From an optimization exercise on the open Yosys and OpenROAD flow, aimed at small area, a short achievable clock period and few clock cycles per item; shortcuts taken in it are not production practice.
The RTL was checked by simulation tests, not by an equivalence proof against the original design.
Power and IR drop assume default switching activity.

== zinc ==
// alu_muldiv_control
module alu_muldiv_control #(
    parameter int XLEN     = 64,
    parameter bit ENABLE_M = 1'b1
) (
    input  logic            clk,
    input  logic            rst_n,
    input  logic [1:0]      alu_op,
    input  logic [6:0]      funct7,
    input  logic [2:0]      funct3,
    input  logic            in_valid,
    output logic            in_ready,
    input  logic [XLEN-1:0] op_a,
    input  logic [XLEN-1:0] op_b,
    input  logic            flush,
    output logic [3:0]      alu_control_signal,
    output logic            illegal,
    output logic            stall,
    output logic            out_valid,
    input  logic            out_ready,
    output logic [XLEN-1:0] md_result
);
    function automatic logic [3:0] alu_func_code(input logic [2:0] f3,
                                                 input logic       alt,
                                                 input logic       is_rtype);
        case (f3)
            3'b000:  alu_func_code = (alt && is_rtype) ? ALU_SUB : ALU_ADD;
  ...
Settings: LEC_CHECK=0, ABC_AREA=1, CAP_MARGIN=20, CORE_MARGIN=2, CORE_UTILIZATION=40, SETUP_SLACK_MARGIN=3, SLEW_MARGIN=20; clock period 8.0 ns.
run.sh (not shown) runs the stock make flow with config.mk's settings and CLKGATE_MAP_FILE= SYNTH_SCRIPT=/design/flow/synth_recipe.tcl, a recipe that flattens the netlist after the stock synthesis.
Testbench counts of zinc, summed over its fixed seeds: cycles 28,316, ops 2,400.
diff inputs: zinc => lagoon
# zinc
export LEC_CHECK = 0
export ABC_AREA = 1
export CAP_MARGIN = 20
export CORE_MARGIN = 2
export CORE_UTILIZATION = 40
export SETUP_SLACK_MARGIN = 3
export SLEW_MARGIN = 20
create_clock -name core_clock -period 8.0 [get_ports {clk}]
# lagoon
export LEC_CHECK = 0
export ABC_AREA = 1
export CAP_MARGIN = 20
export CORE_MARGIN = 2
export CORE_UTILIZATION = 40
export SETUP_SLACK_MARGIN = 3.25
export SLEW_MARGIN = 20
create_clock -name core_clock -period 8.0 [get_ports {clk}]
Notes after the runs:
- lagoon has more setup slack than zinc.
- Taking zinc as the reference, in lagoon highest net fanout along the worst path +4; maximum number of pins on one net before global-route repair -11; final cell utilization of the core +2.9 points; non-clock buffer count +80.
- Going from zinc to lagoon, worst ir drop on vdd grew by more than 10%.
- lagoon against zinc: via count increased by about 2% relative to the old numbers; total length of routed met3 wires grew by about 6%.
- lagoon went all the way through the flow, and no timing, DRC or antenna check failed.
- In the final reports, the cell area of lagoon is larger than that of zinc.
- Against zinc, wire length after detailed routing in lagoon rose by a few percent.
- Between zinc and lagoon, the flow reports number of standard cells in the layout, taps in and fillers out increasing slightly.
The inputs of onyx differ from those of lagoon as listed below.
# lagoon
export LEC_CHECK = 0
export ABC_AREA = 1
export CAP_MARGIN = 20
export CORE_MARGIN = 2
export CORE_UTILIZATION = 40
export SETUP_SLACK_MARGIN = 3.25
export SLEW_MARGIN = 20
create_clock -name core_clock -period 8.0 [get_ports {clk}]
# onyx
export LEC_CHECK = 0
export CAP_MARGIN = 20
export CORE_MARGIN = 2
export CORE_UTILIZATION = 40
export SETUP_SLACK_MARGIN = 3
export SLEW_MARGIN = 20
create_clock -name core_clock -period 8.0 [get_ports {clk}]
[summary]
onyx reached the final stage; the timing, DRC and antenna checks on its layout passed.
Tap cell count (lower): onyx
Going from lagoon to onyx, non-clock buffer count decreased by about 3% relative to the old numbers; final setup slack of the worst path decreased by 0.60 ns relative to the old numbers; required time of the critical path closely matched the old numbers; first-pass GRT wire length decreased by about 3.3% relative to the old numbers; overall power of the completed layout decreased by 6.0% relative to the old numbers.
onyx reports its most common cell after layout, fill and taps aside as sky130_fd_sc_hd__nor2_1 while lagoon reports sky130_fd_sc_hd__nand2_1.
[onyx vs lagoon] CTS buffer count: lower in onyx

---

v6:
Another version of the RTL of alu_muldiv_control (not shown whole).
For scale: roughly 270 flip-flops, roughly 220 I/O pins, about 0.034 mm² of cells after synthesis.
// alu_muldiv_control
module alu_muldiv_control #(
    parameter int XLEN     = 64,
    parameter bit ENABLE_M = 1'b1
) (
    input  logic            clk,
    input  logic            rst_n,
    input  logic [1:0]      alu_op,
    input  logic [6:0]      funct7,
    input  logic [2:0]      funct3,
    input  logic            in_valid,
    output logic            in_ready,
    input  logic [XLEN-1:0] op_a,
    input  logic [XLEN-1:0] op_b,
    input  logic            flush,
    output logic [3:0]      alu_control_signal,
    output logic            illegal,
    output logic            stall,
    output logic            out_valid,
    input  logic            out_ready,
    output logic [XLEN-1:0] md_result
);
Settings: LEC_CHECK=0, ABC_AREA=1, CAP_MARGIN=20, CORE_MARGIN=2, CORE_UTILIZATION=40, SETUP_SLACK_MARGIN=3, SLEW_MARGIN=20; clock period 8.0 ns.
v6 was carried through to the last stage, and its layout satisfied the timing, DRC and antenna checks.
Testbench counts of v6, summed over its fixed seeds: cycles 27,724, ops 2,400.
[inputs] v7 vs v6
- a change of SETUP_SLACK_MARGIN from 3 to 3.25
## What came out
- v7 reports a higher maximum cell stage delay along the critical path than v6 does.
- The higher worst hold margin came out of v7.
- Worst-case headroom to the max-slew limit ends up higher on v6.
- v7 vs v6 on detailed-routing wirelength on met1: v7 is the lower one.

-- separate check: timing with driven ports --
Ports are ideal in the flow. The routed layouts listed here were re-timed in OpenROAD. Step 1 assumes that a clkbuf_16 drives the clock port and a buf_2 every other input. Step 2 also shifts input and output timing later by t, the mid clock arrival at the registers, as if the neighbouring blocks saw the same clock. Three values: no drivers, after step 1, after step 2; two values: the first two.
| run | shift t [ns] | setup WS [ns] | hold slack, ns | worst slew at a driven data input, ns |
|---|---|---|---|---|
| zinc | 0.653 | 3.084 / 3.060 / 2.617 | 0.444 / 0.444 / 0.444 | 0.08 |
| lagoon | 0.659 | 3.277 / 3.277 / 2.776 | 0.436 / 0.436 / 0.436 | 0.06 |
| onyx | 0.663 | 2.678 / 2.678 / 2.540 | 0.498 / 0.498 / 0.498 | 0.07 |
| v6 | 0.631 | 3.062 / 3.084 / 2.474 | 0.438 / 0.438 / 0.438 | 0.09 |
| v7 | 0.639 | 3.148 / 3.152 / 2.513 | 0.450 / 0.450 / 0.450 | 0.09 |
After both steps setup and hold are still met in every run listed. For v7, which loses most, drivers alone change the setup slack by +0.004 ns; drivers and shift together by -0.635 ns.
